Context: an optimization exercise on an open-source flow, tuned for small area, a short achievable clock period and few clock cycles. The choices shown serve that exercise and are no tape-out recipe. Where RTL was checked, it was by simulation tests only, not by an equivalence proof against the original. Function not checked in runs 1 and 2: the RTL went through the layout flow alone. Power and IR drop assume default switching activity.

==> flow/design.v <==
`default_nettype none
module otpc_decode (
  input  wire logic         clk_i,
  input  wire logic         rst_ni,
  input  wire logic         acc_i,
  input  wire logic [15:0]  px_i,
  input  wire logic [15:0]  py_i,
  input  wire logic         on_i,
  input  wire logic         cubic_i,
  input  wire logic         cend_i,
  input  wire logic         oend_i,
  output logic              d_vld_o,    
  output logic [12:0]       d_desc_o,   
  output logic [1:0]        d_rem_o,    
  output logic              k0_conic_o,
  output logic              k0_cubic_o,
  output logic [31:0]       s_o,
  output logic [31:0]       p0_o,
  output logic [31:0]       p1_o,
  output logic [31:0]       x_o
);
  localparam logic [1:0] REM_NONE  = 2'd0;
  localparam logic [1:0] REM_CURVE = 2'd1;   
  localparam logic [1:0] REM_CLOSE = 2'd2;   
  localparam logic [1:0] REM_ERR   = 2'd3;   
  localparam logic [12:0] D_MOVE   = {3'd0, 2'd0, 3'b100, 3'b000, 2'b00};
  localparam logic [12:0] D_LINE   = {3'd1, 2'd0, 3'b100, 3'b000, 2'b00};
  localparam logic [12:0] D_QUADON = {3'd2, 2'd0, 3'b010, 3'b100, 2'b00};
  localparam logic [12:0] D_QUADCC = {3'd2, 2'd0, 3'b010, 3'b010, 2'b00};
  localparam logic [12:0] D_CUBIC  = {3'd3, 2'd0, 3'b010, 3'b010, 2'b10};
  localparam logic [12:0] D_CLQUAD = {3'd2, 2'd0, 3'b100, 3'b001, 2'b00};
  localparam logic [12:0] D_CLCUB  = {3'd3, 2'd0, 3'b010, 3'b100, 2'b01};
  localparam logic [12:0] D_CLLINE = {3'd1, 2'd0, 3'b001, 3'b000, 2'b00};
  localparam logic [12:0] D_ERRQ   = {3'd5, 2'd1, 3'b000, 3'b000, 2'b00};
  localparam logic [12:0] D_ERRC   = {3'd5, 2'd2, 3'b000, 3'b000, 2'b00};
  logic [15:0] sx_q, sy_q, p0x_q, p0y_q, p1x_q, p1y_q, xx_q, xy_q;
  logic k0n_q, k0c_q, k1c_q, k1o_q, k2o_q;
  logic k0ny_q;   
  logic open_q, drop_q;
  logic p_on, p_cub, p_con, endc;
  assign p_on  = on_i;
  assign p_cub = !on_i && cubic_i;
  assign p_con = !on_i && !cubic_i;
  assign endc  = cend_i | oend_i;
  function automatic logic [15:0] next_x(input logic [15:0] a, input logic [15:0] p,
                                         input logic conic);
    logic [15:0] t, g, pp, gn, pn;
    logic        t16, neg;
    t   = a ^ p;
    g   = a & p;
    pp  = t;
    t16 = a[15] ^ p[15];
    gn = g; pn = pp;
    for (int i = 1; i < 16; i += 2) begin
      gn[i] = g[i] | (pp[i] & g[i-1]);
      pn[i] = pp[i] & pp[i-1];
    end
    g = gn; pp = pn;
    for (int d = 2; d < 16; d = d * 2) begin
      gn = g; pn = pp;
      for (int i = d + 1; i < 16; i += 2) begin
        gn[i] = g[i] | (pp[i] & g[i-d]);
        pn[i] = pp[i] & pp[i-d];
      end
      g = gn; pp = pn;
    end
    gn = g; pn = pp;
    for (int i = 2; i < 16; i += 2) begin
      gn[i] = g[i] | (pp[i] & g[i-1]);
      pn[i] = pp[i] & pp[i-1];
    end
    g = gn; pp = pn;
    neg = t16 ^ g[15];
    for (int j = 0; j < 16; j++) begin
      next_x[j] = conic ? (((j == 15) ? t16 : t[j+1]) ^ (g[j] | (pp[j] & neg))) : a[j];
    end
  endfunction
  logic [15:0] xx_d, xy_d;
  assign xx_d = next_x(p0x_q, px_i, k0n_q);
  assign xy_d = next_x(p0y_q, py_i, k0ny_q);
  logic        k0on;
  logic        err3q, err3c, err3;
  logic        cl_err;
  logic [12:0] cmd3;
  logic        has3;
  logic [12:0] clk_desc;
  assign k0on = !k0n_q && !k0c_q;
  always_comb begin
    err3q = k0n_q && p_cub;
    err3c = k0c_q && ((p_on && !(k1c_q && k2o_q)) || p_con || (p_cub && !k1o_q));
    err3  = err3q | err3c;
    has3  = 1'b1;
    cmd3  = D_LINE;
    if (k0n_q && p_on)                       cmd3 = D_QUADON;
    else if (k0n_q && p_con)                 cmd3 = D_QUADCC;
    else if (k0c_q && p_on)                  cmd3 = D_CUBIC;
    else if (k0on && p_on)                   cmd3 = D_LINE;
    else                                     has3 = 1'b0;
    cl_err = p_cub && !(open_q && k0c_q);
    if (p_con)      clk_desc = D_CLQUAD;
    else if (p_cub) clk_desc = D_ERRC;    
    else            clk_desc = D_CLLINE;
    d_vld_o  = 1'b0;
    d_desc_o = D_MOVE;
    d_rem_o  = REM_NONE;
    if (drop_q) begin
      d_vld_o = 1'b0;
    end else if (!open_q) begin
      d_vld_o  = 1'b1;
      d_desc_o = D_MOVE;
      if (endc) d_rem_o = cl_err ? REM_ERR : REM_CURVE;
    end else if (err3) begin
      d_vld_o  = 1'b1;
      d_desc_o = err3q ? D_ERRQ : D_ERRC;
    end else if (has3) begin
      d_vld_o  = 1'b1;
      d_desc_o = cmd3;
      if (endc) d_rem_o = cl_err ? REM_ERR : REM_CURVE;
    end else if (endc) begin
      d_vld_o = 1'b1;
      if (cl_err) begin
        d_desc_o = D_ERRC;
      end else begin
        d_desc_o = p_con ? D_CLQUAD : D_CLCUB;
        d_rem_o  = REM_CLOSE;
      end
    end
  end
  always_ff @(posedge clk_i or negedge rst_ni) begin
    if (!rst_ni) begin
      k0ny_q <= 1'b0;
    end else if (acc_i) begin
      k0ny_q <= p_con;
    end
  end
  always_ff @(posedge clk_i or negedge rst_ni) begin
    if (!rst_ni) begin
      open_q <= 1'b0;
      drop_q <= 1'b0;
    end else if (acc_i) begin
      if (drop_q) begin
        drop_q <= !oend_i;
      end else if (!open_q) begin
        open_q <= !endc;
        drop_q <= endc && cl_err && !oend_i;
      end else begin
        open_q <= !(err3 || endc);
        drop_q <= (err3 || (endc && cl_err)) && !oend_i;
      end
    end
  end
  always_ff @(posedge clk_i) begin
    if (acc_i) begin
      p0x_q <= px_i;
      p0y_q <= py_i;
      xx_q  <= xx_d;
      xy_q  <= xy_d;
      if (!(k0c_q && p_on)) begin
        p1x_q <= p0x_q;
        p1y_q <= p0y_q;
      end
      if (!open_q) begin
        sx_q  <= px_i;
        sy_q  <= py_i;
      end
      k0n_q <= p_con;
      k0c_q <= p_cub;
      k1c_q <= open_q && k0c_q;
      k1o_q <= !open_q || k0on || (k0n_q && p_con);
      k2o_q <= !open_q || k1o_q;
    end
  end
  assign k0_conic_o = k0n_q;
  assign k0_cubic_o = k0c_q;
  assign s_o  = {sx_q, sy_q};
  assign p0_o = {p0x_q, p0y_q};
  assign p1_o = {p1x_q, p1y_q};
  assign x_o  = {xx_q, xy_q};
endmodule
`default_nettype wire
`default_nettype none
module otpc_outbuf (
  input  wire logic         clk_i,
  input  wire logic         rst_ni,
  input  wire logic         acc_i,
  input  wire logic         d_vld_i,
  input  wire logic [12:0]  d_desc_i,
  input  wire logic [1:0]   d_rem_i,
  input  wire logic         k0_conic_i,
  input  wire logic         k0_cubic_i,
  input  wire logic [31:0]  s_i,
  input  wire logic [31:0]  p0_i,
  input  wire logic [31:0]  p1_i,
  input  wire logic [31:0]  x_i,
  output logic              more_o,     
  output logic              out_valid_o,
  input  wire logic         out_stall_i,
  output logic [2:0]        cmd_o,
  output logic [1:0]        err_o,
  output logic [31:0]       a_o,
  output logic [31:0]       b_o,
  output logic [31:0]       c_o,
  output logic              last_o
);
  localparam logic [1:0] REM_NONE  = 2'd0;
  localparam logic [1:0] REM_CURVE = 2'd1;
  localparam logic [1:0] REM_CLOSE = 2'd2;
  localparam logic [1:0] REM_ERR   = 2'd3;
  localparam logic [12:0] D_CLQUAD = {3'd2, 2'd0, 3'b100, 3'b001, 2'b00};
  localparam logic [12:0] D_CLCUB  = {3'd3, 2'd0, 3'b010, 3'b100, 2'b01};
  localparam logic [12:0] D_CLLINE = {3'd1, 2'd0, 3'b001, 3'b000, 2'b00};
  localparam logic [12:0] D_CLOSE  = {3'd4, 2'd0, 3'b000, 3'b000, 2'b00};
  localparam logic [12:0] D_ERRC   = {3'd5, 2'd2, 3'b000, 3'b000, 2'b00};
  logic        vld_q;
  logic [1:0]  rem_q;
  logic [12:0] desc_q;
  logic [12:0] desc_d;
  logic [7:0]  sely_q;   
  logic        take;
  assign take = vld_q && !out_stall_i;
  always_ff @(posedge clk_i or negedge rst_ni) begin
    if (!rst_ni) begin
      vld_q <= 1'b0;
      rem_q <= REM_NONE;
    end else if (acc_i) begin
      vld_q <= d_vld_i;
      rem_q <= d_vld_i ? d_rem_i : REM_NONE;
    end else if (take) begin
      vld_q <= (rem_q != REM_NONE);
      case (rem_q)
        REM_CURVE: rem_q <= REM_CLOSE;
        default:   rem_q <= REM_NONE;
      endcase
    end
  end
  always_comb begin
    desc_d = desc_q;
    if (acc_i) begin
      desc_d = d_desc_i;
    end else if (take) begin
      case (rem_q)
        REM_CURVE: desc_d = k0_conic_i ? D_CLQUAD : (k0_cubic_i ? D_CLCUB : D_CLLINE);
        REM_CLOSE: desc_d = D_CLOSE;
        default:   desc_d = D_ERRC;
      endcase
    end
  end
  always_ff @(posedge clk_i) begin
    desc_q <= desc_d;
  end
  always_ff @(posedge clk_i or negedge rst_ni) begin
    if (!rst_ni) begin
      sely_q <= '0;
    end else begin
      sely_q <= desc_d[7:0];
    end
  end
  assign more_o      = (rem_q != REM_NONE);
  assign out_valid_o = vld_q;
  assign last_o      = (rem_q == REM_NONE);
  assign cmd_o       = desc_q[12:10];
  assign err_o       = desc_q[9:8];
  logic [7:0] sy;
  assign sy = sely_q;
  assign a_o[31:16] = ({16{desc_q[7]}} & p0_i[31:16]) | ({16{desc_q[6]}} & p1_i[31:16]) |
                      ({16{desc_q[5]}} & s_i[31:16]);
  assign b_o[31:16] = ({16{desc_q[4]}} & p0_i[31:16]) | ({16{desc_q[3]}} & x_i[31:16]) |
                      ({16{desc_q[2]}} & s_i[31:16]);
  assign c_o[31:16] = ({16{desc_q[1]}} & p0_i[31:16]) | ({16{desc_q[0]}} & s_i[31:16]);
  assign a_o[15:0]  = ({16{sy[7]}} & p0_i[15:0]) | ({16{sy[6]}} & p1_i[15:0]) |
                      ({16{sy[5]}} & s_i[15:0]);
  assign b_o[15:0]  = ({16{sy[4]}} & p0_i[15:0]) | ({16{sy[3]}} & x_i[15:0]) |
                      ({16{sy[2]}} & s_i[15:0]);
  assign c_o[15:0]  = ({16{sy[1]}} & p0_i[15:0]) | ({16{sy[0]}} & s_i[15:0]);
endmodule
`default_nettype wire
`default_nettype none
module outline_to_path_commands (
  input  wire logic                 clk_i,
  input  wire logic                 rst_ni,
  input  wire logic                 in_valid_i,
  output logic                      in_stall_o,
  input  wire logic signed [15:0]   point_x_i,
  input  wire logic signed [15:0]   point_y_i,
  input  wire logic                 on_curve_i,
  input  wire logic                 cubic_control_i,
  input  wire logic                 contour_end_i,
  input  wire logic                 outline_end_i,
  output logic                      out_valid_o,
  input  wire logic                 out_stall_i,
  output logic [2:0]                command_o,
  output logic [1:0]                error_kind_o,
  output logic signed [15:0]        ax_o,
  output logic signed [15:0]        ay_o,
  output logic signed [15:0]        bx_o,
  output logic signed [15:0]        by_o,
  output logic signed [15:0]        cx_o,
  output logic signed [15:0]        cy_o,
  output logic                      run_last_o
);
  logic        acc;
  logic        more;
  logic        d_vld;
  logic [12:0] d_desc;
  logic [1:0]  d_rem;
  logic        k0_conic, k0_cubic;
  logic [31:0] s, p0, p1, x;
  logic [31:0] a, b, c;
  assign in_stall_o = more || (out_valid_o && out_stall_i);
  assign acc        = in_valid_i && !in_stall_o;
  otpc_decode u_decode (
    .clk_i      (clk_i),
    .rst_ni     (rst_ni),
    .acc_i      (acc),
    .px_i       (point_x_i),
    .py_i       (point_y_i),
    .on_i       (on_curve_i),
    .cubic_i    (cubic_control_i),
    .cend_i     (contour_end_i),
    .oend_i     (outline_end_i),
    .d_vld_o    (d_vld),
    .d_desc_o   (d_desc),
    .d_rem_o    (d_rem),
    .k0_conic_o (k0_conic),
    .k0_cubic_o (k0_cubic),
    .s_o        (s),
    .p0_o       (p0),
    .p1_o       (p1),
    .x_o        (x)
  );
  otpc_outbuf u_outbuf (
    .clk_i       (clk_i),
    .rst_ni      (rst_ni),
    .acc_i       (acc),
    .d_vld_i     (d_vld),
    .d_desc_i    (d_desc),
    .d_rem_i     (d_rem),
    .k0_conic_i  (k0_conic),
    .k0_cubic_i  (k0_cubic),
    .s_i         (s),
    .p0_i        (p0),
    .p1_i        (p1),
    .x_i         (x),
    .more_o      (more),
    .out_valid_o (out_valid_o),
    .out_stall_i (out_stall_i),
    .cmd_o       (command_o),
    .err_o       (error_kind_o),
    .a_o         (a),
    .b_o         (b),
    .c_o         (c),
    .last_o      (run_last_o)
  );
  assign ax_o = a[31:16];
  assign ay_o = a[15:0];
  assign bx_o = b[31:16];
  assign by_o = b[15:0];
  assign cx_o = c[31:16];
  assign cy_o = c[15:0];
endmodule
`default_nettype wire
==> flow/flow/run.sh <==
#!/bin/bash
# The standard layout, with the ports buffered by plain buf_1 cells rather
# than the delay cells buffer_ports picks on its own.
set -euo pipefail
bash standard.sh "BUFFER_PORTS_ARGS=-buffer_cell sky130_fd_sc_hd__buf_1" finish > make_finish.log 2>&1
==> flow/standard.sh <==
#!/bin/bash
# synth_recipe.tcl (not shown) runs the flow's synth.tcl, then flattens the netlist and writes it again
# the make line also repeats each setting of config.mk as NAME=value (left out here)
make -C /OpenROAD-flow-scripts/flow DESIGN_CONFIG=/design/flow/config.mk WORK_HOME=/design/flow/orfs CLKGATE_MAP_FILE= SYNTH_SCRIPT=/design/flow/synth_recipe.tcl "${@:-finish}"
==> flow/config.mk <==
export PLATFORM = sky130hd
export DESIGN_NAME = outline_to_path_commands
export DESIGN_NICKNAME = outline_to_path_commands
export VERILOG_FILES = /design/flow/design.v
export SDC_FILE = /design/flow/constraint.sdc
export NUM_CORES = 4
export LEC_CHECK = 0
export CAP_MARGIN = 20
export CORE_MARGIN = 2
export CORE_UTILIZATION = 60
export CTS_BUF_LIST = sky130_fd_sc_hd__clkbuf_8
export CTS_CLUSTER_SIZE = 40
export SETUP_SLACK_MARGIN = 2.4
export SLEW_MARGIN = 20
==> flow/constraint.sdc <==
create_clock -name core_clock -period 5.5 [get_ports {clk_i}]
set_input_delay 1.1000 -clock core_clock [delete_from_list [all_inputs] [get_ports {clk_i}]]
set_output_delay 1.1000 -clock core_clock [all_outputs]
set_load 0.01 [all_outputs]
==> flow_summary.yaml, run 1 <==
timing:
  setup_viol: 0
  final-max-slew-violation-count: 0
  relSlewSlack_pct: 39.23
  tightest_slew_ns: 0.9104
  hold_violations: 0
  finClkSkew_ns: 0.01295
  hold_ws_ns: 0.5700
  period_share_pct: 56.02
  rsz0062_at_grt: "yes"
  timing.final.crit_period_ns: 3.081
  timing.fmax_mhz: 324.6
  setup_tns_ns: 0
worst_setup_path:
  criticalPathCategory: "input pin to flop"
  crit_path_frequent_cell: "a21o_1"
  required_ns: 5.72
  cpLargestDelayFamily: "compound AO/OA/AOI/OAI gates"
  worstSetupStartpointType: "input pin"
  critPathCaptureType: "flop"
  slowest_stage: "a221oi_2"
  path_buf_inv: 1
  worstPathArrival_ns: 3.30
  crit_chain: "clkbuf_2 > ha_4 > a21o_1 > a21o_1 > a21o_1 > a31oi_1 > o221ai_4 > a221oi_2 > xnor2_1 > mux2_2"
  max_stage_delay_ns: 0.32
  crit_fanout: 4
synthesis:
  synth_cells: 708
  ys_warn_count: 2
  synth.distinct_cells: 68
  avgSynthCellArea_sq_um: 11.97
  async_flop_share_pct: 8.750
  synthTopCellsByArea: "edfxtp_1, a222oi_1, ha_1"
  synth_nets: 783
  syn_area_sq_um: 8474
  ys_ff_latch: 160
  synth_top_area_share_pct: 48.90
  synth_edf_count: 138
  yosys_most_used_dff: "edfxtp_1"
  yosysTopAreaCell: "edfxtp_1"
  seq_area_frac_synth_pct: 54.92
grt:
  grt_pass1_vias: 6383
  grt_max_degree: 42
  antenna_found_initial: 0
  grt_use_total_pct: 29.05
  gr-total-overflow: 0
  grt_pass1_wl_mm: 33.09
cts:
  cts_root_buffer: "clkbuf_8"
  cts_sinks: 160
  clk_latency_ns: 0.46
  clk_pin_slew_ns: 0.09
  clk_path_buf_depth: 2
  htreeDepth: 4
  cts_tree: "done"
  cts_buffers: 17
drt:
  ant_nets: 0
  drcViolationCount: 0
  dr.pass1.iters: 9
  routed_via_density: 6.507
  drtIter0Drc: 775
  routedWlPerCell_um: 21.55
  vias: 6728
  totalWireLength_mm: 22.28
finish:
  areaGrowthSynthToFinish_pct: 17.87
  final_cells: 1034
  layout-drive-gt1-share_pct: 15.34
  antenna_cells: 0
  fin_nets: 917
floorplanning:
  die_y_um: 122.8
  core-area_sq_um: 13830
  num_rows: 43
  dieArea_sq_um: 15090
  die_w_um: 122.8
  start_util_pct: 61.29
  ios: 144
power:
  power-per-cell-area_nw_per_um2: 233.2
  p_leak_uw: 0.003884
  ir_drop_v: 0.0001416
placed_design:
  place_hpwl_mm: 14.44
  globalplace.congestion: 0.9566
  portBuffers: 143
  placedCellCount: 993
flow_run:
  maxCapViolCount: 0
status:
  status: "no timing/DRC/antenna violations"
min_path:
  hold_path.class: "flop to flop"
==> worst paths after layout <==
| kind | cells after the start | slack [ns] | end | from |
|---|---|---|---|---|
| worst max-delay path | 10 | 2.42 | u_decode.xx_q[10] | point_x_i[1] |
| worst min-delay path | 1 | 0.57 | u_outbuf.vld_q | u_outbuf.vld_q |
| worst max register to register | 9 | 2.64 | u_decode.xy_q[4] | u_decode.p0y_q[7] |
| worst min register to register | 1 | 0.57 | u_outbuf.vld_q | u_outbuf.vld_q |
| max in group asynchronous | 1 | 4.32 | u_decode.k0ny_q | rst_ni |
| min in group asynchronous | 1 | 0.69 | u_decode.drop_q | rst_ni |
==> final cells by class <==
| type | instances | area [sq um] |
|---|---|---|
| clock buffer | 17 | 234.0 |
| clock inverter | 14 | 151.4 |
| fill | 957 | 3839 |
| inverter | 86 | 326.6 |
| multi-input combinational | 419 | 3712 |
| sequential | 160 | 4656 |
| tap | 180 | 225.2 |
| timing repair buffer | 158 | 683.2 |
==> cells in the final DEF (no fill, tap or decap), drive strengths merged, types with 6 or more instances in the layout <==
| cell type | count |
|---|---|
| a21o | 10 |
| a21oi | 32 |
| a222oi | 64 |
| a22o | 34 |
| a31oi | 8 |
| and3 | 6 |
| buf | 150 |
| clkbuf | 25 |
| clkinv | 6 |
| dfrtp | 14 |
| dfxtp | 8 |
| edfxtp | 138 |
| ha | 35 |
| inv | 88 |
| mux2 | 23 |
| nand2 | 33 |
| nand2b | 9 |
| nand3 | 12 |
| nand4 | 8 |
| nor2 | 21 |
| nor2b | 6 |
| nor3 | 8 |
| o211ai | 7 |
| o21ai | 21 |
| or3 | 6 |
| xnor2 | 16 |
| xor2 | 7 |
==> report_power, final <==
part / internal (uW) / leakage, uW / switching (uW)
combinational: 72.8 / 0.00220 / 89.0
clock: 438 / 0.000201 / 420
sequential: 1310 / 0.00148 / 0
==> repair_timing <==
action / 4_1_cts / 5_1_grt
endpoints found under the hold margin: 0 / 0
cloned: 0 / 0
hold buffers: 0 / 0
pin swaps: 0 / 18
setup endpoints to repair: 1 / 15
gates resized for setup: 1 / 28
buffers inserted: 0 / 10
==> per-layer routing <==
metal	vias to the layer above	GRT usage, %	routed length (um)	share of wire [%]
li1	3064	-	-	-
met1	3273	36.67	8686	39
met2	352	49.86	11360	51
met3	39	5.716	1784	8.0
met4	0	10.20	448	2.0
met5	-	0	0	0
==> cells in the mapped netlist, types with 3 or more instances <==
| cell type | count |
|---|---|
| or3_1 | 6 |
| nand2b_1 | 9 |
| nor2b_1 | 6 |
| xor2_1 | 7 |
| o22ai_1 | 4 |
| dfrtp_1 | 14 |
| a31oi_1 | 8 |
| mux2_2 | 23 |
| buf_4 | 6 |
| a21oi_1 | 30 |
| ha_1 | 35 |
| a21o_1 | 9 |
| dfxtp_1 | 8 |
| a222oi_1 | 64 |
| nand2_1 | 33 |
| nand3b_1 | 3 |
| clkbuf_1 | 35 |
| nor2_1 | 21 |
| xnor2_1 | 16 |
| o21ai_0 | 18 |
| nand3_1 | 12 |
| inv_1 | 85 |
| o21bai_1 | 4 |
| and3_1 | 5 |
| nand4_1 | 6 |
| nor3_1 | 7 |
| o211ai_1 | 6 |
| a22o_1 | 34 |
| o311ai_0 | 3 |
| edfxtp_1 | 138 |
| o21ai_1 | 3 |
| o31ai_1 | 4 |
==> through the flow <==
step                cell area, sq um  power, uW  setup WS (ns)  utilization [%]
global placement                9334       1476          1.945            67.51
global route                    9988       2402          2.347            72.24
floorplan                       8726       1438          2.277                -
detailed placement              9376       1480          1.835            67.81
CTS                             9768       2324          2.412            70.65
finish                          9988       2329          2.419            72.24
==> logic make-up (layout without fill, tap and decap cells) <==
group / count (synthesis) / count (layout) / synth area share [%]
AOI/OAI and AO/OA: 215 / 215 / 20.55
xor gates and xnor gates: 23 / 23 / 2.377
adders and majority gates: 35 / 35 / 5.168
buffers and inverters: 129 / 275 / 5.994
DFF: 160 / 160 / 54.92
muxes: 23 / 23 / 3.056
and+or+nand+nor: 123 / 123 / 7.929
==> sequential cells by signal, summed over array words and instances (netlist names), 2 cells and up <==
name             flops
u_decode.p0x_q      16
u_outbuf.desc_q     13
u_decode.sy_q       16
u_decode.p1x_q      16
u_decode.xx_q       16
u_decode.p1y_q      16
u_outbuf.rem_q       2
u_decode.sx_q       16
u_decode.p0y_q      16
u_outbuf.sely_q      8
u_decode.xy_q       16
==> run 2, diff against run 1 <==
--- a/flow/config.mk
+++ b/flow/config.mk
@@ -10,5 +10,5 @@
 export CORE_UTILIZATION = 60
 export CTS_BUF_LIST = sky130_fd_sc_hd__clkbuf_8
 export CTS_CLUSTER_SIZE = 40
-export SETUP_SLACK_MARGIN = 2.4
+export SETUP_SLACK_MARGIN = 2.6
 export SLEW_MARGIN = 20
==> flow_summary.yaml, run 2 <==
status:
  status: "no timing/DRC/antenna violations"
grt:
  grt_pass1_wl_mm: 34.85
  grt_max_degree: 42
  grt_pass1_vias: 6526
  gr-total-overflow: 0
  antenna_found_initial: 0
  grt_use_total_pct: 30.75
floorplanning:
  core-area_sq_um: 13830
  die_w_um: 122.8
  start_util_pct: 61.29
  dieArea_sq_um: 15090
  num_rows: 43
  die_y_um: 122.8
  ios: 144
worst_setup_path:
  worstPathArrival_ns: 3.29
  reg2reg_depth: 9
  slowest_stage: "a211o_4"
  path_buf_inv: 1
  worstSetupStartpointType: "input pin"
  timing.rr.start: "u_decode.p0y_q[5]"
  cpLargestDelayFamily: "compound AO/OA/AOI/OAI gates"
  critPathCaptureType: "flop"
  crit_fanout: 6
  r2r_end: "u_decode.xy_q[4]"
  criticalPathCategory: "input pin to flop"
  max_stage_delay_ns: 0.38
  r2r_slack_ns: 2.57
  required_ns: 5.70
  crit_chain: "buf_4 > ha_4 > nand4_1 > o211ai_2 > a21oi_2 > a32o_2 > a211o_4 > a21oi_4 > nor4b_2 > or3_1"
synthesis:
  synth_most_common_cell: "edfxtp_1"
  synthTopCellsByArea: "edfxtp_1, a222oi_1, ha_1"
  synth_nets: 783
  async_flop_share_pct: 8.750
  yosysTopAreaCell: "edfxtp_1"
  seq_area_frac_synth_pct: 54.92
  synth_cells: 708
  ys_ff_latch: 160
  avgSynthCellArea_sq_um: 11.97
  ys_warn_count: 2
  synthTopCellsByCount: "edfxtp_1, inv_1, a222oi_1"
  yosys_most_used_dff: "edfxtp_1"
  synth_edf_count: 138
  synth.distinct_cells: 68
  syn_area_sq_um: 8474
  synth_top_area_share_pct: 48.90
drt:
  drtIter0Drc: 889
  dr.pass1.iters: 8
  ant_nets: 0
  totalWireLength_mm: 24.27
  drcViolationCount: 0
  routedWlPerCell_um: 22.74
  vias: 7079
  routed_via_density: 6.634
finish:
  stdcell_area_sq_um: 10770
  final_common_cell: "edfxtp_1"
  fin_util_pct: 77.86
  layout-drive-gt1-share_pct: 25.93
  fin_nets: 949
  final_cell_mix: "edfxtp_1, buf_1, inv_1"
  nFillCells: 862
  areaGrowthSynthToFinish_pct: 27.03
  antenna_cells: 0
timing:
  timing.final.crit_period_ns: 3.088
  relSlewSlack_pct: 36.50
  finClkSkew_ns: 0.01020
  hold_violations: 0
  tightest_slew_ns: 0.9472
  rsz0062_at_grt: "yes"
  final-max-slew-violation-count: 0
  setup_viol: 0
  period_share_pct: 56.14
  timing.fmax_mhz: 323.9
  setup_tns_ns: 0
power:
  power-per-cell-area_nw_per_um2: 231.7
  total_power_uw: 2495
  ir_drop_v: 0.0001575
  p_leak_uw: 0.004204
min_path:
  hold_path.class: "flop to flop"
  holdPathEnd: "u_decode.k2o_q"
  min_path_cells: 1
  hp-start: "u_decode.k1o_q"
cts:
  clk_latency_ns: 0.46
  hold_buffers: 0
  cts_buffers: 17
  htreeDepth: 4
  clk_pin_slew_ns: 0.08
  clk_path_buf_depth: 2
  cts_tree: "done"
  cts_sinks: 160
  cts_root_buffer: "clkbuf_8"
placed_design:
  placed_area_sq_um: 9542
  place_hpwl_mm: 14.82
  globalplace.congestion: 0.9187
  portBuffers: 143
flow_run:
  maxCapViolCount: 0
[run 2: cell types whose count changed in the layout (fill, tap and decap cells not counted), sizes merged]
cell / previous run / this run
buf: 150 / 179
clkinvlp: 3 / 2
clkinv: 6 / 5
clkbuf: 25 / 28
inv: 88 / 89
bufinv: 3 / 5
[run 2: final cells by class]
cell class / count / area, sq um / share of cell area [%]
repair inverters: 1 / 5.005 / 0.04649
multi-input cells: 419 / 4085 / 37.95
well taps: 180 / 225.2 / 2.092
inverters: 86 / 326.6 / 3.033
flip-flops and latches: 160 / 4677 / 43.45
repair buffers: 189 / 1002 / 9.310
clock inverters: 14 / 196.4 / 1.825
clock buffers: 18 / 247.7 / 2.301
[run 2: logic make-up (layout without fill, tap and decap cells)]
logic type      after synthesis  count (layout)  synth area share (%)
fa+ha+maj                    35              35                 5.168
flops                       160             160                 54.92
mux                          23              23                 3.056
simple gates                123             123                 7.929
compound gates              215             215                 20.55
buf+inv                     129             308                 5.994
xor+xnor                     23              23                 2.377
[run 2: worst max-delay path by stage]
stage                     depth (start not counted)    startpoint  slack (ns)                end
after floorplan                                  10  point_y_i[5]        2.28   u_decode.xy_q[4]
after global placement                           10  point_y_i[8]        2.04   u_decode.xy_q[4]
after detailed placement                         10  point_y_i[5]        1.95   u_decode.xy_q[4]
after CTS                                        10  point_y_i[5]        2.47   u_decode.xy_q[4]
after global routing                             12  point_y_i[5]        2.40  u_decode.xy_q[10]
final                                            10  point_y_i[2]        2.41   u_decode.xy_q[4]
[run 2: stage by stage]
| step | worst slack (ns) | hold slack (ns) | instances |
|---|---|---|---|
| global placement | 2.042 | 0.5237 | 991 |
| finish | 2.412 | 0.5594 | 1067 |
| global route | 2.400 | 0.5915 | 1067 |
| CTS | 2.467 | 0.5644 | 1044 |
| floorplan | 2.277 | 0.5053 | 708 |
| detailed placement | 1.948 | 0.5460 | 992 |
[run 2: per-layer routing]
layer | track usage [%] | vias to the layer above | part of all wire [%]
met4 | 11.28 | 0 | 2.3
met3 | 5.297 | 47 | 8.2
met5 | 0 | - | 0
met1 | 39.78 | 3481 | 38
met2 | 52.04 | 419 | 52
li1 | - | 3132 | -
[run 2: worst reg2reg max path, cell delays in order, from the launching register on]
cell and delay (ns):
edfxtp_1 0.53, ha_4 0.37, nand4_1 0.10, o211ai_2 0.28, a21oi_2 0.11, a32o_2 0.32, a211o_4 0.38, a21oi_4 0.16
nor4b_2 0.07, or3_1 0.36
[run 2: timing repair]
action,4_1_cts,5_1_grt
endpoints found under the setup margin,48,113
pin swaps,45,56
gates resized for setup,47,66
gates cloned,0,1
setup buffers,20,22
[run 2: power breakdown]
group	switching, uW	internal (uW)
clock	424	546
combinational	110	106
sequential	0	1310
total	534	1960
==> run 3, diff against run 2 <==
--- a/flow/design.v
+++ b/flow/design.v
@@ -1,4 +1,47 @@
 `default_nettype none
+module otpc_mid (
+  input  wire logic [15:0] a_i,
+  input  wire logic [15:0] p_i,
+  input  wire logic        conic_i,
+  output logic [15:0]      x_o
+);
+  function automatic logic [15:0] next_x(input logic [15:0] a, input logic [15:0] p,
+                                         input logic conic);
+    logic [15:0] t, g, pp, gn, pn;
+    logic        t16, neg;
+    t   = a ^ p;
+    g   = a & p;
+    pp  = t;
+    t16 = a[15] ^ p[15];
+    gn = g; pn = pp;
+    for (int i = 1; i < 16; i += 2) begin
+      gn[i] = g[i] | (pp[i] & g[i-1]);
+      pn[i] = pp[i] & pp[i-1];
+    end
+    g = gn; pp = pn;
+    for (int d = 2; d < 16; d = d * 2) begin
+      gn = g; pn = pp;
+      for (int i = d + 1; i < 16; i += 2) begin
+        gn[i] = g[i] | (pp[i] & g[i-d]);
+        pn[i] = pp[i] & pp[i-d];
+      end
+      g = gn; pp = pn;
+    end
+    gn = g; pn = pp;
+    for (int i = 2; i < 16; i += 2) begin
+      gn[i] = g[i] | (pp[i] & g[i-1]);
+      pn[i] = pp[i] & pp[i-1];
+    end
+    g = gn; pp = pn;
+    neg = t16 ^ g[15];
+    for (int j = 0; j < 16; j++) begin
+      next_x[j] = conic ? (((j == 15) ? t16 : t[j+1]) ^ (g[j] | (pp[j] & neg))) : a[j];
+    end
+  endfunction
+  assign x_o = next_x(a_i, p_i, conic_i);
+endmodule
+`default_nettype wire
+`default_nettype none
 module otpc_decode (
   input  wire logic         clk_i,
   input  wire logic         rst_ni,
@@ -42,42 +85,9 @@
   assign p_cub = !on_i && cubic_i;
   assign p_con = !on_i && !cubic_i;
   assign endc  = cend_i | oend_i;
-  function automatic logic [15:0] next_x(input logic [15:0] a, input logic [15:0] p,
-                                         input logic conic);
-    logic [15:0] t, g, pp, gn, pn;
-    logic        t16, neg;
-    t   = a ^ p;
-    g   = a & p;
-    pp  = t;
-    t16 = a[15] ^ p[15];
-    gn = g; pn = pp;
-    for (int i = 1; i < 16; i += 2) begin
-      gn[i] = g[i] | (pp[i] & g[i-1]);
-      pn[i] = pp[i] & pp[i-1];
-    end
-    g = gn; pp = pn;
-    for (int d = 2; d < 16; d = d * 2) begin
-      gn = g; pn = pp;
-      for (int i = d + 1; i < 16; i += 2) begin
-        gn[i] = g[i] | (pp[i] & g[i-d]);
-        pn[i] = pp[i] & pp[i-d];
-      end
-      g = gn; pp = pn;
-    end
-    gn = g; pn = pp;
-    for (int i = 2; i < 16; i += 2) begin
-      gn[i] = g[i] | (pp[i] & g[i-1]);
-      pn[i] = pp[i] & pp[i-1];
-    end
-    g = gn; pp = pn;
-    neg = t16 ^ g[15];
-    for (int j = 0; j < 16; j++) begin
-      next_x[j] = conic ? (((j == 15) ? t16 : t[j+1]) ^ (g[j] | (pp[j] & neg))) : a[j];
-    end
-  endfunction
   logic [15:0] xx_d, xy_d;
-  assign xx_d = next_x(p0x_q, px_i, k0n_q);
-  assign xy_d = next_x(p0y_q, py_i, k0ny_q);
+  otpc_mid u_mid_x (.a_i(p0x_q), .p_i(px_i), .conic_i(k0n_q),  .x_o(xx_d));
+  otpc_mid u_mid_y (.a_i(p0y_q), .p_i(py_i), .conic_i(k0ny_q), .x_o(xy_d));
   logic        k0on;
   logic        err3q, err3c, err3;
   logic        cl_err;
--- a/flow/config.mk
+++ b/flow/config.mk
@@ -7,8 +7,9 @@
 export LEC_CHECK = 0
 export CAP_MARGIN = 20
 export CORE_MARGIN = 2
-export CORE_UTILIZATION = 60
+export CORE_UTILIZATION = 70
 export CTS_BUF_LIST = sky130_fd_sc_hd__clkbuf_8
-export CTS_CLUSTER_SIZE = 40
-export SETUP_SLACK_MARGIN = 2.6
+export CTS_CLUSTER_SIZE = 80
+export SETUP_SLACK_MARGIN = 2.4
 export SLEW_MARGIN = 20
+export SYNTH_HIERARCHICAL = 1
==> flow_summary.yaml, run 3 <==
synthesis:
  synthTopCellsByCount: "edfxtp_1, inv_1, a222oi_1"
  yosysTopAreaCell: "edfxtp_1"
  synth_most_common_cell: "edfxtp_1"
  seq_area_frac_synth_pct: 53.10
  syn_area_sq_um: 8766
  synth-simple-area-share_pct: 8.022
  synth_compound_area_share_pct: 21.94
  synth_nets: 821
  async_flop_share_pct: 8.750
  synth_mux_area_share_pct: 2.641
  synth_top_area_share_pct: 47.27
  synth.distinct_cells: 65
  yosys_most_used_dff: "edfxtp_1"
  ys_ff_latch: 160
  synthAdderAreaFrac_pct: 5.138
  synth_xor_area_share_pct: 1.798
  ys_warn_count: 9
  synth_edf_count: 138
  avgSynthCellArea_sq_um: 11.77
  synthTopCellsByArea: "edfxtp_1, a222oi_1, ha_1"
  synth_cells: 745
  synth_top_family_by_area: "compound AO/OA/AOI/OAI gates"
floorplanning:
  core-area_sq_um: 12110
  ios: 144
  start_util_pct: 72.38
  die_w_um: 115.9
  dieArea_sq_um: 13430
  num_rows: 40
  die_y_um: 115.9
finish:
  nFillCells: 786
  multi_input_area_sq_um: 3596
  fin_nets: 939
  final_cells: 1044
  layout-drive-gt1-share_pct: 10.84
  antenna_cells: 0
  areaGrowthSynthToFinish_pct: 10.62
  final_common_cell: "buf_1"
  final_cell_mix: "buf_1, edfxtp_1, inv_1"
  register_area_sq_um: 4654
grt:
  grt_pass1_wl_mm: 33.40
  grt_pass1_vias: 6596
  grt_max_degree: 85
  grt_use_total_pct: 32.94
  gr-total-overflow: 0
  antenna_found_initial: 0
timing:
  final-max-slew-violation-count: 0
  setup_tns_ns: 0
  setup_viol: 0
  relSlewSlack_pct: 33.30
  finClkSkew_ns: 0.01221
  timing.fmax_mhz: 323.6
  rsz0062_at_grt: "no"
  period_share_pct: 56.19
  timing.final.crit_period_ns: 3.090
  tightest_slew_ns: 0.9992
  hold_violations: 0
worst_setup_path:
  max_stage_delay_ns: 0.98
  crit_fanout: 17
  critPathCaptureType: "primary output"
  crit_chain: "a222oi_1 > inv_1 > buf_1"
  worstPathArrival_ns: 1.99
  path_buf_inv: 2
  worstSetupStartpointType: "flop"
  r2r_slack_ns: 2.71
  reg2reg_depth: 8
  r2r_end: "u_decode.p1x_q[9]"
  slowest_stage: "dfxtp_1"
  timing.rr.start: "u_outbuf.rem_q[0]"
  required_ns: 4.40
  timing.critical_path.from: "u_outbuf.desc_q[5]"
  cpLargestDelayFamily: "flip-flops"
  criticalPathCategory: "flop to primary output"
cts:
  htreeDepth: 4
  cts_tree: "done"
  clk_pin_slew_ns: 0.08
  cts_root_buffer: "clkbuf_8"
  post_cts_buffers: 0
  cts_sinks: 160
  cts_buffers: 17
  clk_path_buf_depth: 2
  clk_latency_ns: 0.45
drt:
  routedWlPerCell_um: 21.01
  totalWireLength_mm: 21.93
  routed_via_density: 6.642
  ant_nets: 0
  drtIter0Drc: 1067
  dr.pass1.iters: 6
  drcViolationCount: 0
  vias: 6934
min_path:
  holdPathEnd: "u_decode.k2o_q"
  hold_path.class: "flop to flop"
  min_path_cells: 1
  hp-start: "u_decode.k1o_q"
power:
  p_leak_uw: 0.003737
  ir_drop_v: 0.0002652
  power-per-cell-area_nw_per_um2: 492.5
flow_run:
  maxCapViolCount: 0
status:
  status: "no timing/DRC/antenna violations"
placed_design:
  globalplace.congestion: 0.8946
  place_hpwl_mm: 14.25
  portBuffers: 143
  placedCellCount: 1010
## run 3: per-module statistics from Yosys, one instance, submodules excluded
module,cell area [sq um],times used
otpc_outbuf,2355,1
otpc_mid,953.4,2
outline_to_path_commands,17.52,1
otpc_decode,4487,1
## run 3: kinds of logic (layout without fill, tap and decap cells)
group,Yosys count,in the layout
AO/OA/AOI/OAI,232,232
other,1,1
XOR/XNOR,18,18
flip-flops,160,160
multiplexers,21,21
adder cells (fa/ha/maj),36,36
AND/OR/NAND/NOR,147,149
buffers and inverters,130,259
## run 3: layout make-up
cell class                 instances  area share, %
clock buffer                      20          2.839
clock inverter                    12         0.9677
inverter                          81          3.135
multi-input combinational        457          37.08
sequential                       160          48.00
tap                              168          2.168
timing repair buffer             146          5.806
## run 3: how the worst max path moves through the flow
stage	endpoint	cells after the start
after global placement	u_decode.sy_q[3]	5
after floorplan	u_decode.p1x_q[0]	4
final	ax_o[6]	3
after detailed placement	u_decode.sy_q[1]	5
after global routing	u_decode.xx_q[3]	9
after CTS	u_outbuf.desc_q[11]	6
## run 3: power by group
group / switching [uW] / internal [uW]
registers: 464 / 1770
clock network: 412 / 387
logic: 1040 / 711
## run 3: layer usage
layer / global-route usage, % / vias to the layer above / part of all wire, %
met1: 41.57 / 3311 / 38
met4: 16.43 / 0 / 3.2
met3: 5.910 / 65 / 8.6
met5: 0 / - / 0
met2: 55.20 / 422 / 50
li1: - / 3136 / -
## run 3: worst register-to-register path, delay by kind of cell, from the launching register on
kind / cells / cell delay [ns]
compound gates: 2 / 0.55
buf+inv: 4 / 0.93
simple gates: 1 / 0.36
flops: 1 / 0.41
fa+ha+maj: 1 / 0.18
## run 3: what timing repair did
item,in CTS,in global routing
resized for setup,1,3
endpoints found under the setup margin,33,45
pin swaps,0,1
cloned,1,1
hold buffers,0,0
## run 3: through the flow
step	power, uW	hold slack [ns]	util, %	setup slack (ns)	area, sq um
5_1_grt	5029	0.6060	80.06	2.400	9697
3_5_place_dp	3939	0.5422	76.77	1.818	9298
2_1_floorplan	3427	0.4788	-	1.643	8866
4_1_cts	4744	0.5641	79.91	2.396	9678
6_report	4776	0.5641	80.06	2.410	9697
3_3_place_gp	3864	0.5320	76.77	1.922	9298
Testbench counts of run 3, summed over its fixed seeds: cycles 16,807.
==> run 4, diff against run 3 <==
--- a/flow/config.mk
+++ b/flow/config.mk
@@ -7,7 +7,7 @@
 export LEC_CHECK = 0
 export CAP_MARGIN = 20
 export CORE_MARGIN = 2
-export CORE_UTILIZATION = 70
+export CORE_UTILIZATION = 60
 export CTS_BUF_LIST = sky130_fd_sc_hd__clkbuf_8
 export CTS_CLUSTER_SIZE = 80
 export SETUP_SLACK_MARGIN = 2.4
==> flow_summary.yaml, run 4 <==
timing:
  timing.final.crit_period_ns: 3.007
  final-max-slew-violation-count: 0
  rsz0062_at_grt: "no"
  setup_tns_ns: 0
  tightest_slew_ns: 0.9080
  setup_viol: 0
  timing.fmax_mhz: 332.5
  relSlewSlack_pct: 39.38
  finClkSkew_ns: 0.01346
  period_share_pct: 54.68
  hold_violations: 0
  fin_ws_ns: 2.493
drt:
  totalWireLength_mm: 21.97
  drtIter0Drc: 756
  routedWlPerCell_um: 20.61
  routed_via_density: 6.366
  ant_nets: 0
  vias: 6786
  dr.pass1.iters: 6
  drcViolationCount: 0
synthesis:
  synthTopCellsByArea: "edfxtp_1, a222oi_1, ha_1"
  synth.distinct_cells: 65
  synth_most_common_cell: "edfxtp_1"
  seq_area_frac_synth_pct: 53.10
  ys_ff_latch: 160
  avgSynthCellArea_sq_um: 11.77
  synth_cells: 745
  yosys_most_used_dff: "edfxtp_1"
  synth_top_area_share_pct: 47.27
  async_flop_share_pct: 8.750
  synthTopCellsByCount: "edfxtp_1, inv_1, a222oi_1"
  syn_area_sq_um: 8766
  ys_warn_count: 9
  synth_nets: 821
  yosysTopAreaCell: "edfxtp_1"
  synth_edf_count: 138
placed_design:
  dp_slack_ns: 2.035
  globalplace.congestion: 0.8894
  portBuffers: 143
  place_hpwl_mm: 14.56
floorplanning:
  ios: 144
  die_y_um: 124.9
  die_w_um: 124.9
  num_rows: 44
  start_util_pct: 60.77
  core-area_sq_um: 14420
  dieArea_sq_um: 15590
cts:
  cts_tree: "done"
  clk_path_buf_depth: 2
  cts_root_buffer: "clkbuf_8"
  clk_latency_ns: 0.45
  clk_pin_slew_ns: 0.08
  htreeDepth: 4
  hold_buffers: 0
  cts_buffers: 17
  cts_sinks: 160
status:
  status: "no timing/DRC/antenna violations"
power:
  internal-power_uw: 3025
  power_switching_uw: 1888
  ir_drop_v: 0.0002256
  p_leak_uw: 0.003817
  power-per-cell-area_nw_per_um2: 499.4
  pwr-share-seq_pct: 45.5
  swShare_pct: 38.43
  p_clk_share_pct: 19.2
  p_comb_share_pct: 35.4
worst_setup_path:
  required_ns: 5.70
  worstSetupStartpointType: "input pin"
  crit_fanout: 6
  worstPathArrival_ns: 3.21
  critPathCaptureType: "flop"
  criticalPathCategory: "input pin to flop"
finish:
  register_area_sq_um: 4657
  fin_nets: 945
  areaGrowthSynthToFinish_pct: 12.23
  final_cell_mix: "buf_1, edfxtp_1, inv_1"
  final_common_cell: "buf_1"
  multi_input_area_sq_um: 3575
  nFillCells: 1088
  antenna_cells: 0
  layout-drive-gt1-share_pct: 11.45
grt:
  grt_pass1_vias: 6770
  antenna_found_initial: 0
  grt_max_degree: 68
  grt_pass1_wl_mm: 34.50
  gr-total-overflow: 0
  grt_use_total_pct: 28.11
flow_run:
  maxCapViolCount: 0
min_path:
  hold_path.class: "flop to flop"
-- run 4: cell counts after synthesis --
No cell type changed its count.
-- run 4: final cells by class --
| type | count | share of cell area, % |
|---|---|---|
| flip-flops and latches | 160 | 47.34 |
| multi-input cells | 455 | 36.33 |
| repair buffers | 154 | 6.422 |
| inverters | 81 | 3.090 |
| clock buffers | 20 | 2.798 |
| well taps | 184 | 2.340 |
| clock inverters | 12 | 1.679 |
-- run 4: worst paths after layout --
path / to / depth (start not counted) / slack [ns] / start
max in group asynchronous: u_outbuf.sely_q[7] / 1 / 4.27 / rst_ni
min in group asynchronous: u_outbuf.rem_q[0] / 1 / 0.69 / rst_ni
worst min register to register: u_decode.k2o_q / 1 / 0.56 / u_decode.k1o_q
worst max register to register: u_outbuf.desc_q[11] / 9 / 2.62 / u_outbuf.rem_q[0]
worst max-delay path: u_decode.xx_q[3] / 9 / 2.49 / point_x_i[13]
worst min-delay path: u_decode.k2o_q / 1 / 0.56 / u_decode.k1o_q
-- run 4: critical path: stages --
cell and delay, ns:
buf_1 0.11, ha_1 0.35, a21o_1 0.22, a2111oi_4 0.38
o22ai_1 0.19, a21oi_2 0.27, a21oi_1 0.18, xnor2_1 0.15
mux2_2 0.27
-- run 4: metrics by stage --
stage          instance area (sq um)  cells  util (%)  total power, uW  hold WS (ns)
2_1_floorplan                   8866    745         -             3427        0.4788
3_3_place_gp                    9325   1027     64.65             3889        0.5448
3_5_place_dp                    9345   1028     64.79             3952        0.5474
4_1_cts                         9786   1060     67.84             4896        0.5696
5_1_grt                         9838   1066     68.21             5202        0.5873
6_report                        9838   1066     68.21             4914        0.5591
-- run 4: cells by family (layout without fill, tap and decap cells) --
group	after synthesis	in the layout	synth area share (%)
fa+ha+maj	36	36	5.138
other cells	1	1	0.04278
mux	21	21	2.641
flops	160	160	53.10
compound gates	232	232	21.94
buf+inv	130	267	7.322
xor+xnor	18	18	1.798
simple gates	147	147	8.022
-- run 4: per-layer routing --
metal  global-route usage, %  routed length [um]  vias to the layer above
li1                        -                   -                     3146
met1                   35.47                8717                     3277
met2                   48.44               11060                      319
met3                   4.424                1610                       44
met4                   11.83                 575                        0
met5                       0                   0                        -
-- run 4: power groups by stage --
stage | Clock, uW | Combinational [uW] | Sequential, uW
2_1_floorplan | 0 | 1470 | 1960
3_3_place_gp | 0 | 1670 | 2220
3_5_place_dp | 0 | 1710 | 2240
4_1_cts | 955 | 1720 | 2220
5_1_grt | 1010 | 1920 | 2270
6_report | 941 | 1740 | 2230
-- run 4: modules after synthesis (local to each module, per instance) --
module                    flops+latches  area, sq um
otpc_decode                         136         4487
otpc_outbuf                          24         2355
otpc_mid                              0        953.4
outline_to_path_commands              0        17.52
-- run 4: what timing repair did --
action                                  CTS  global route
endpoints found under the setup margin    0            24
hold endpoints to repair                  0             0
gates resized for setup                   0             3
buffers inserted                          0             6
==> run 5, diff against run 4 <==
--- a/flow/config.mk
+++ b/flow/config.mk
@@ -9,7 +9,7 @@
 export CORE_MARGIN = 2
 export CORE_UTILIZATION = 60
 export CTS_BUF_LIST = sky130_fd_sc_hd__clkbuf_8
-export CTS_CLUSTER_SIZE = 80
+export CTS_CLUSTER_SIZE = 40
 export SETUP_SLACK_MARGIN = 2.4
 export SLEW_MARGIN = 20
 export SYNTH_HIERARCHICAL = 1
==> flow_summary.yaml, run 5 <==
timing:
  fin_ws_ns: 2.493
  finClkSkew_ns: 0.01346
  relSlewSlack_pct: 39.38
  final-max-slew-violation-count: 0
  hold_ws_ns: 0.5591
  period_share_pct: 54.68
  setup_tns_ns: 0
  timing.final.crit_period_ns: 3.007
  tightest_slew_ns: 0.9080
  hold_violations: 0
  setup_viol: 0
  rsz0062_at_grt: "no"
  timing.fmax_mhz: 332.5
drt:
  routed_via_density: 6.366
  vias: 6786
  ant_nets: 0
  totalWireLength_mm: 21.97
  wl_met2_mm: 11.06
  drtIter0Drc: 756
  dr.max_layer_used: "met4"
  drcViolationCount: 0
  routedWlPerCell_um: 20.61
  dr.pass1.iters: 6
  wl_met3_mm: 1.610
  wl_met1_mm: 8.717
worst_setup_path:
  reg2reg_depth: 9
  timing.rr.start: "u_outbuf.rem_q[0]"
  timing.critical_path.from: "point_x_i[13]"
  worstPathArrival_ns: 3.21
  criticalPathCategory: "input pin to flop"
  required_ns: 5.70
  r2r_end: "u_outbuf.desc_q[11]"
  crit_fanout: 6
  critPathCaptureType: "flop"
  r2r_slack_ns: 2.62
  worstSetupStartpointType: "input pin"
synthesis:
  async_flop_share_pct: 8.750
  seq_area_frac_synth_pct: 53.10
  ys_ff_latch: 160
  synthTopCellsByArea: "edfxtp_1, a222oi_1, ha_1"
  syn_area_sq_um: 8766
  synthAdderAreaFrac_pct: 5.138
  yosysTopAreaCell: "edfxtp_1"
  synth_cells: 745
  ys_warn_count: 9
  synth-simple-area-share_pct: 8.022
  synth.distinct_cells: 65
  synthTopCellsByCount: "edfxtp_1, inv_1, a222oi_1"
  synth_mux_area_share_pct: 2.641
  synth_xor_area_share_pct: 1.798
  synth_most_common_cell: "edfxtp_1"
  yosys_most_used_dff: "edfxtp_1"
  synth_edf_count: 138
  synth_top_family_by_area: "compound AO/OA/AOI/OAI gates"
  synth_compound_area_share_pct: 21.94
  avgSynthCellArea_sq_um: 11.77
  synth_nets: 821
  synth_top_area_share_pct: 47.27
cts:
  clk_pin_slew_ns: 0.08
  htreeDepth: 4
  cts_root_buffer: "clkbuf_8"
  cts_buffers: 17
  hold_buffers: 0
  cts_tree: "done"
  cts_sinks: 160
  clk_path_buf_depth: 2
  clk_latency_ns: 0.45
grt:
  gr-total-overflow: 0
  grt_pass1_wl_mm: 34.50
  grt_use_total_pct: 28.11
  grt_max_degree: 68
  antenna_found_initial: 0
  grt_pass1_vias: 6770
status:
  status: "no timing/DRC/antenna violations"
placed_design:
  globalplace.congestion: 0.8894
  place_hpwl_mm: 14.56
  placedCellCount: 1028
  dp_slack_ns: 2.035
  portBuffers: 143
flow_run:
  maxCapViolCount: 0
floorplanning:
  num_rows: 44
  start_util_pct: 60.77
  core-area_sq_um: 14420
  die_y_um: 124.9
  die_w_um: 124.9
  ios: 144
  dieArea_sq_um: 15590
finish:
  final_cells: 1066
  final_common_cell: "buf_1"
  areaGrowthSynthToFinish_pct: 12.23
  fin_util_pct: 68.21
  layout-drive-gt1-share_pct: 11.45
  final_cell_mix: "buf_1, edfxtp_1, inv_1"
  antenna_cells: 0
  fin_nets: 945
min_path:
  holdPathEnd: "u_decode.k2o_q"
  hold_path.class: "flop to flop"
  hp-start: "u_decode.k1o_q"
  min_path_cells: 1
power:
  ir_drop_v: 0.0002256
  power-per-cell-area_nw_per_um2: 499.4
  p_leak_uw: 0.003817
run 5: cell counts after synthesis:
Identical to the previous run, type by type.
run 5: Yosys stat by module (local to each module, per instance):
module / flops+latches / times used / cells / cell area (sq um)
outline_to_path_commands: 0 / 1 / 3 / 17.52
otpc_mid: 0 / 2 / 128 / 953.4
otpc_outbuf: 24 / 1 / 277 / 2355
otpc_decode: 136 / 1 / 209 / 4487
run 5: what timing repair did:
action                     CTS  global route
setup buffers                0             6
resized for setup            0             3
setup endpoints to repair    0            24
run 5: power by group:
| part | internal (uW) | total (uW) | switching (uW) |
|---|---|---|---|
| Sequential | 1770 | 2230 | 465 |
| Clock | 527 | 941 | 414 |
| Combinational | 730 | 1740 | 1010 |
| Total | 3030 | 4910 | 1890 |
run 5: cell families after synthesis:
family | Yosys count
adder cells (fa/ha/maj) | 36
flip-flops | 160
multiplexers | 21
AND/OR/NAND/NOR | 147
buffers and inverters | 130
AO/OA/AOI/OAI | 232
other | 1
XOR/XNOR | 18
run 5: worst max path at each step:
stage,endpoint,slack (ns),cells after the start
6_report,u_decode.xx_q[3],2.49,9
5_1_grt,u_decode.xx_q[3],2.40,9
4_1_cts,u_decode.p1y_q[4],2.49,7
3_5_place_dp,u_decode.p1x_q[11],2.04,7
3_3_place_gp,u_decode.sx_q[10],1.99,6
2_1_floorplan,u_decode.p1x_q[0],1.64,4
run 5: final cells by class:
| cell class | instances | area (sq um) |
|---|---|---|
| tap | 184 | 230.2 |
| inverter | 81 | 304.0 |
| clock buffer | 20 | 275.3 |
| sequential | 160 | 4657 |
| multi-input combinational | 455 | 3575 |
| clock inverter | 12 | 165.2 |
| timing repair buffer | 154 | 631.9 |
| fill | 1088 | 4586 |
run 5: stage by stage:
stage,total power [uW],instance area [sq um]
after floorplan,3427,8866
after global placement,3889,9325
after detailed placement,3952,9345
after CTS,4896,9786
after global routing,5202,9838
final,4914,9838
run 5: critical path: stages:
cell	delay, ns
buf_1	0.11
ha_1	0.35
a21o_1	0.22
a2111oi_4	0.38
o22ai_1	0.19
a21oi_2	0.27
a21oi_1	0.18
xnor2_1	0.15
mux2_2	0.27
run 5: metal layers:
metal / track usage [%] / vias to the layer above
met3: 4.424 / 44
met2: 48.44 / 319
li1: - / 3146
met1: 35.47 / 3277
met4: 11.83 / 0
met5: 0 / -
==> run 6, diff against run 5 <==
--- a/flow/design.v
+++ b/flow/design.v
@@ -78,7 +78,6 @@
   localparam logic [12:0] D_ERRC   = {3'd5, 2'd2, 3'b000, 3'b000, 2'b00};
   logic [15:0] sx_q, sy_q, p0x_q, p0y_q, p1x_q, p1y_q, xx_q, xy_q;
   logic k0n_q, k0c_q, k1c_q, k1o_q, k2o_q;
-  logic k0ny_q;   
   logic open_q, drop_q;
   logic p_on, p_cub, p_con, endc;
   assign p_on  = on_i;
@@ -87,7 +86,7 @@
   assign endc  = cend_i | oend_i;
   logic [15:0] xx_d, xy_d;
   otpc_mid u_mid_x (.a_i(p0x_q), .p_i(px_i), .conic_i(k0n_q),  .x_o(xx_d));
-  otpc_mid u_mid_y (.a_i(p0y_q), .p_i(py_i), .conic_i(k0ny_q), .x_o(xy_d));
+  otpc_mid u_mid_y (.a_i(p0y_q), .p_i(py_i), .conic_i(k0n_q),  .x_o(xy_d));
   logic        k0on;
   logic        err3q, err3c, err3;
   logic        cl_err;
@@ -137,13 +136,6 @@
     end
   end
   always_ff @(posedge clk_i or negedge rst_ni) begin
-    if (!rst_ni) begin
-      k0ny_q <= 1'b0;
-    end else if (acc_i) begin
-      k0ny_q <= p_con;
-    end
-  end
-  always_ff @(posedge clk_i or negedge rst_ni) begin
     if (!rst_ni) begin
       open_q <= 1'b0;
       drop_q <= 1'b0;
==> flow_summary.yaml, run 6 <==
status:
  status: "no timing/DRC/antenna violations"
cts:
  cts_sinks: 159
  cts_buffers: 17
  clk_pin_slew_ns: 0.09
  htreeDepth: 4
  clk_path_buf_depth: 2
  cts_tree: "done"
  cts_root_buffer: "clkbuf_8"
  clk_latency_ns: 0.46
  hold_buffers: 0
synthesis:
  synth_nets: 823
  avgSynthCellArea_sq_um: 11.74
  seq_area_frac_synth_pct: 52.78
  synth_edf_count: 138
  synthTopCellsByArea: "edfxtp_1, a222oi_1, ha_1"
  ys_ff_latch: 159
  yosysTopAreaCell: "edfxtp_1"
  synth.distinct_cells: 66
  synth_most_common_cell: "edfxtp_1"
  synth_top_area_share_pct: 47.25
  ys_warn_count: 9
  yosys_most_used_dff: "edfxtp_1"
  syn_area_sq_um: 8771
  synth_cells: 747
  synthTopCellsByCount: "edfxtp_1, inv_1, a222oi_1"
  async_flop_share_pct: 8.176
worst_setup_path:
  slowest_stage: "dfxtp_1"
  worstSetupStartpointType: "flop"
  required_ns: 4.40
  criticalPathCategory: "flop to primary output"
  crit_fanout: 17
  worstPathArrival_ns: 1.92
  path_buf_inv: 2
  critPathCaptureType: "primary output"
  max_stage_delay_ns: 0.95
  crit_chain: "a222oi_1 > inv_1 > buf_1"
  cpLargestDelayFamily: "flip-flops"
finish:
  register_area_sq_um: 4636
  nFillCells: 1127
  final_common_cell: "buf_1"
  fin_nets: 940
  stdcell_area_sq_um: 9758
  final_cell_mix: "buf_1, edfxtp_1, inv_1"
  antenna_cells: 0
  layout-drive-gt1-share_pct: 11.86
  areaGrowthSynthToFinish_pct: 11.26
  final_cells: 1061
  multi_input_area_sq_um: 3603
drt:
  drcViolationCount: 0
  totalWireLength_mm: 21.95
  dr.pass1.iters: 9
  ant_nets: 0
  routedWlPerCell_um: 20.68
  routed_via_density: 6.369
  drtIter0Drc: 795
  vias: 6758
grt:
  grt_pass1_vias: 6712
  gr-total-overflow: 0
  antenna_found_initial: 0
  grt_max_degree: 56
  grt_use_total_pct: 28.29
  grt_pass1_wl_mm: 34.69
placed_design:
  portBuffers: 143
  place_hpwl_mm: 14.39
  placedCellCount: 1029
  placed_area_sq_um: 9315
  globalplace.congestion: 0.9423
timing:
  tightest_slew_ns: 1.014
  hold_violations: 0
  setup_viol: 0
  finClkSkew_ns: 0.01157
  rsz0062_at_grt: "no"
  relSlewSlack_pct: 32.37
  hold_ws_ns: 0.5658
  timing.final.crit_period_ns: 3.019
  timing.fmax_mhz: 331.3
  period_share_pct: 54.89
  final-max-slew-violation-count: 0
  setup_tns_ns: 0
min_path:
  hold_path.class: "flop to flop"
floorplanning:
  die_w_um: 124.9
  start_util_pct: 60.81
  dieArea_sq_um: 15600
  die_y_um: 124.9
  core-area_sq_um: 14420
  num_rows: 44
  ios: 144
power:
  p_leak_uw: 0.003776
  power-per-cell-area_nw_per_um2: 485.3
  ir_drop_v: 0.0002880
flow_run:
  maxCapViolCount: 0
run 6: power by group:
group	leakage (uW)	switching [uW]	internal [uW]	total, uW
logic	0.00203	1010	678	1690
registers	0.00152	436	1720	2160
clock network	0.000220	434	460	894
run 6: modules after synthesis, one instance, submodules excluded:
module,cell area (sq um),cells inside,flops+latches
otpc_mid,953.4,128,0
otpc_decode,4492,211,135
outline_to_path_commands,17.52,3,0
otpc_outbuf,2355,277,24
run 6: cell families (layout without fill, tap and decap cells):
logic type	Yosys count	after routing	synth area share [%]
buffers and inverters	130	260	7.332
xor gates and xnor gates	18	18	1.797
AOI/OAI and AO/OA	232	232	22.08
adders and majority gates	36	36	5.135
and+or+nand+nor	150	150	8.202
DFF	159	159	52.78
other	1	1	0.04275
muxes	21	21	2.625
run 6: layout make-up:
class	count	area share (%)
clock inverter	14	1.705
tap	184	2.359
sequential	159	47.51
multi-input combinational	458	36.93
inverter	81	3.116
clock buffer	18	2.539
timing repair buffer	147	5.847
run 6: worst register-to-register path, cell delays in order (launching register included):
cell and delay [ns]:
dfrtp_1 0.42, inv_1 0.12, ha_1 0.20, inv_1 0.08, a21o_4 0.20, nor2_4 0.52, and2_2 0.96
run 6: metrics by stage:
| step | setup slack [ns] | total power [uW] | utilization (%) |
|---|---|---|---|
| 2_1_floorplan | 1.575 | 3314 | - |
| 3_3_place_gp | 2.115 | 3778 | 64.58 |
| 3_5_place_dp | 2.058 | 3832 | 64.58 |
| 4_1_cts | 2.446 | 4731 | 67.45 |
| 5_1_grt | 2.415 | 5010 | 67.65 |
| 6_report | 2.481 | 4736 | 67.65 |
run 6: worst paths after layout:
kind | startpoint | end | slack [ns] | cells past startpoint
max in group asynchronous | rst_ni | u_outbuf.sely_q[7] | 4.36 | 1
max reg2reg | u_outbuf.rem_q[0] | u_decode.p1x_q[5] | 2.61 | 6
min in group asynchronous | rst_ni | u_outbuf.rem_q[0] | 0.65 | 1
max | u_outbuf.desc_q[6] | ax_o[15] | 2.48 | 3
min | u_decode.k1o_q | u_decode.k2o_q | 0.57 | 1
min reg2reg | u_decode.k1o_q | u_decode.k2o_q | 0.57 | 1
run 6: what timing repair did:
item	CTS	global route
resized for setup	0	9
endpoints found under the hold margin	0	0
setup endpoints to repair	0	41
buffers inserted	0	0
run 6: routing by layer:
layer  up-vias  global-route usage [%]  share of wire, %
li1       3139                       -                 -
met1      3224                   35.54                39
met2       345                   47.38                50
met3        50                   5.713               8.3
met4         0                   13.40               2.8
met5         -                       0                 0
Testbench counts of run 6, summed over its fixed seeds: cycles 16,807.
==> run 7, diff against run 6 <==
--- a/flow/config.mk
+++ b/flow/config.mk
@@ -10,6 +10,6 @@
 export CORE_UTILIZATION = 60
 export CTS_BUF_LIST = sky130_fd_sc_hd__clkbuf_8
 export CTS_CLUSTER_SIZE = 40
-export SETUP_SLACK_MARGIN = 2.4
+export SETUP_SLACK_MARGIN = 2.55
 export SLEW_MARGIN = 20
 export SYNTH_HIERARCHICAL = 1
==> flow_summary.yaml, run 7 <==
status:
  status: "no timing/DRC/antenna violations"
placed_design:
  placed_area_sq_um: 9577
  dp_slack_ns: 1.896
  placedCellCount: 1029
  globalplace.congestion: 0.9050
  portBuffers: 143
  place_hpwl_mm: 14.96
synthesis:
  synth.distinct_cells: 66
  avgSynthCellArea_sq_um: 11.74
  synth_edf_count: 138
  synth_most_common_cell: "edfxtp_1"
  synthTopCellsByCount: "edfxtp_1, inv_1, a222oi_1"
  ys_ff_latch: 159
  synthTopCellsByArea: "edfxtp_1, a222oi_1, ha_1"
  synth_nets: 823
  synth_top_area_share_pct: 47.25
  async_flop_share_pct: 8.176
  yosys_most_used_dff: "edfxtp_1"
  ys_warn_count: 9
  syn_area_sq_um: 8771
  synth_cells: 747
  yosysTopAreaCell: "edfxtp_1"
  seq_area_frac_synth_pct: 52.78
floorplanning:
  num_rows: 44
  ios: 144
  core-area_sq_um: 14420
  start_util_pct: 60.81
  dieArea_sq_um: 15600
  die_w_um: 124.9
  die_y_um: 124.9
finish:
  areaGrowthSynthToFinish_pct: 14.54
  antenna_cells: 0
  final_common_cell: "buf_1"
  layout-drive-gt1-share_pct: 15.28
  final_cells: 1061
  stdcell_area_sq_um: 10050
  fin_nets: 940
  nFillCells: 1098
  final_cell_mix: "buf_1, edfxtp_1, inv_1"
  fin_util_pct: 69.65
grt:
  grt_busiest_layer: "met2"
  grt_max_degree: 75
  gr-total-overflow: 0
  grt_use_total_pct: 28.49
  met3_usage_pct: 5.670
  grt_pass1_vias: 6636
  met2_usage_pct: 47.54
  antenna_found_initial: 0
  grt_pass1_wl_mm: 34.76
  grtUsageMet1_pct: 36.32
drt:
  drtIter0Drc: 713
  vias: 6840
  totalWireLength_mm: 22.19
  routedWlPerCell_um: 20.92
  ant_nets: 0
  dr.pass1.iters: 8
  routed_via_density: 6.447
  drcViolationCount: 0
worst_setup_path:
  worstSetupStartpointType: "flop"
  criticalPathCategory: "flop to primary output"
  worstPathArrival_ns: 1.77
  timing.critical_path.from: "u_outbuf.sely_q[5]"
  critPathCaptureType: "primary output"
  timing.rr.start: "u_outbuf.rem_q[0]"
  required_ns: 4.40
  crit_fanout: 16
timing:
  timing.final.crit_period_ns: 2.873
  hold_violations: 0
  setup_viol: 0
  timing.fmax_mhz: 348.0
  relSlewSlack_pct: 45.31
  finClkSkew_ns: 0.01285
  rsz0062_at_grt: "no"
  fin_ws_ns: 2.627
  tightest_slew_ns: 0.8192
  period_share_pct: 52.24
  final-max-slew-violation-count: 0
  setup_tns_ns: 0
cts:
  cts_buffers: 17
  cts_sinks: 159
  clk_path_buf_depth: 2
  clk_pin_slew_ns: 0.08
  hold_buffers: 0
  cts_root_buffer: "clkbuf_8"
  post_cts_buffers: 0
  htreeDepth: 4
  clk_latency_ns: 0.46
  cts_tree: "done"
power:
  power-per-cell-area_nw_per_um2: 484.3
  ir_drop_v: 0.0002587
  p_leak_uw: 0.003791
min_path:
  hold_path.class: "flop to flop"
  hp-start: "u_decode.k1o_q"
flow_run:
  maxCapViolCount: 0
## run 7: per-module statistics from Yosys, one instance, submodules excluded
| module | times used | cells | flip-flops and latches |
|---|---|---|---|
| otpc_mid | 2 | 128 | 0 |
| outline_to_path_commands | 1 | 3 | 0 |
| otpc_outbuf | 1 | 277 | 24 |
| otpc_decode | 1 | 211 | 135 |
## run 7: final timing paths
kind	to	slack (ns)	cells past startpoint
min	u_decode.k2o_q	0.57	1
max reg2reg	u_decode.p1x_q[13]	2.80	7
min in group asynchronous	u_decode.drop_q	0.69	1
max	ay_o[15]	2.63	3
max in group asynchronous	u_outbuf.sely_q[6]	4.28	1
min reg2reg	u_decode.k2o_q	0.57	1
## run 7: layout make-up
cell class / instances / area [sq um] / area share [%]
multi-input combinational: 458 / 3847 / 38.30
tap: 184 / 230.2 / 2.292
clock inverter: 15 / 192.7 / 1.918
clock buffer: 17 / 234.0 / 2.329
sequential: 159 / 4644 / 46.23
inverter: 81 / 304.0 / 3.027
timing repair buffer: 147 / 593.1 / 5.904
## run 7: layer usage
layer,vias to the layer above,routed length (um)
li1,3142,-
met1,3288,8916
met2,351,10910
met3,59,1643
met4,0,728
met5,-,0
## run 7: critical path: stages (launching register included)
cell and delay, ns:
dfrtp_1 0.66, a222oi_1 0.39, inv_1 0.12, buf_1 0.15
## run 7: per-stage QoR
step	hold WS [ns]	power [uW]
6_report	0.5651	4865
5_1_grt	0.6021	5146
4_1_cts	0.5686	4855
3_5_place_dp	0.5482	3917
3_3_place_gp	0.5397	3847
2_1_floorplan	0.5182	3373
## run 7: cells by family (layout without fill, tap and decap cells)
group / Yosys count / after routing / synth area share (%)
flip-flops: 159 / 159 / 52.78
XOR/XNOR: 18 / 18 / 1.797
other: 1 / 1 / 0.04275
AND/OR/NAND/NOR: 150 / 150 / 8.202
adder cells (fa/ha/maj): 36 / 36 / 5.135
multiplexers: 21 / 21 / 2.625
buffers and inverters: 130 / 260 / 7.332
AO/OA/AOI/OAI: 232 / 232 / 22.08
## run 7: repair_timing
item,CTS,global route
gates resized for setup,5,15
gates cloned,0,0
setup endpoints to repair,36,66
## run 7: where the power goes
group,total (uW),switching (uW),internal (uW)
combinational,1780,1040,742
sequential,2160,437,1720
clock,927,435,492
total,4870,1910,2960

==> re-timing with driven ports <==
The results above use ideal ports. As a check the final layouts listed here were re-extracted and re-timed, cells and wires unchanged.
Step 1 assumes that a clkbuf_16 drives the clock port and a buf_2 every other input.
Step 2 times the ports against the registers' clock, not the clock port: input delays grow and output delays shrink by t, the midpoint of the rising clock arrivals with the driver on.
a / b / c = no drivers / after step 1 / after step 2; a / b = the first two.
| run | t (ns) | setup slack, ns |
|---|---|---|
| run 1 | 0.490 | 2.419 / 2.434 / 1.943 |
| run 2 | 0.490 | 2.412 / 2.410 / 1.920 |
| run 3 | 0.482 | 2.410 / 2.372 / 2.050 |
| run 4 | 0.482 | 2.493 / 2.490 / 2.027 |
| run 5 | 0.482 | 2.493 / 2.490 / 2.027 |
| run 6 | 0.496 | 2.481 / 2.443 / 2.037 |
| run 7 | 0.494 | 2.627 / 2.586 / 2.162 |
After both steps every run listed still meets setup and hold.
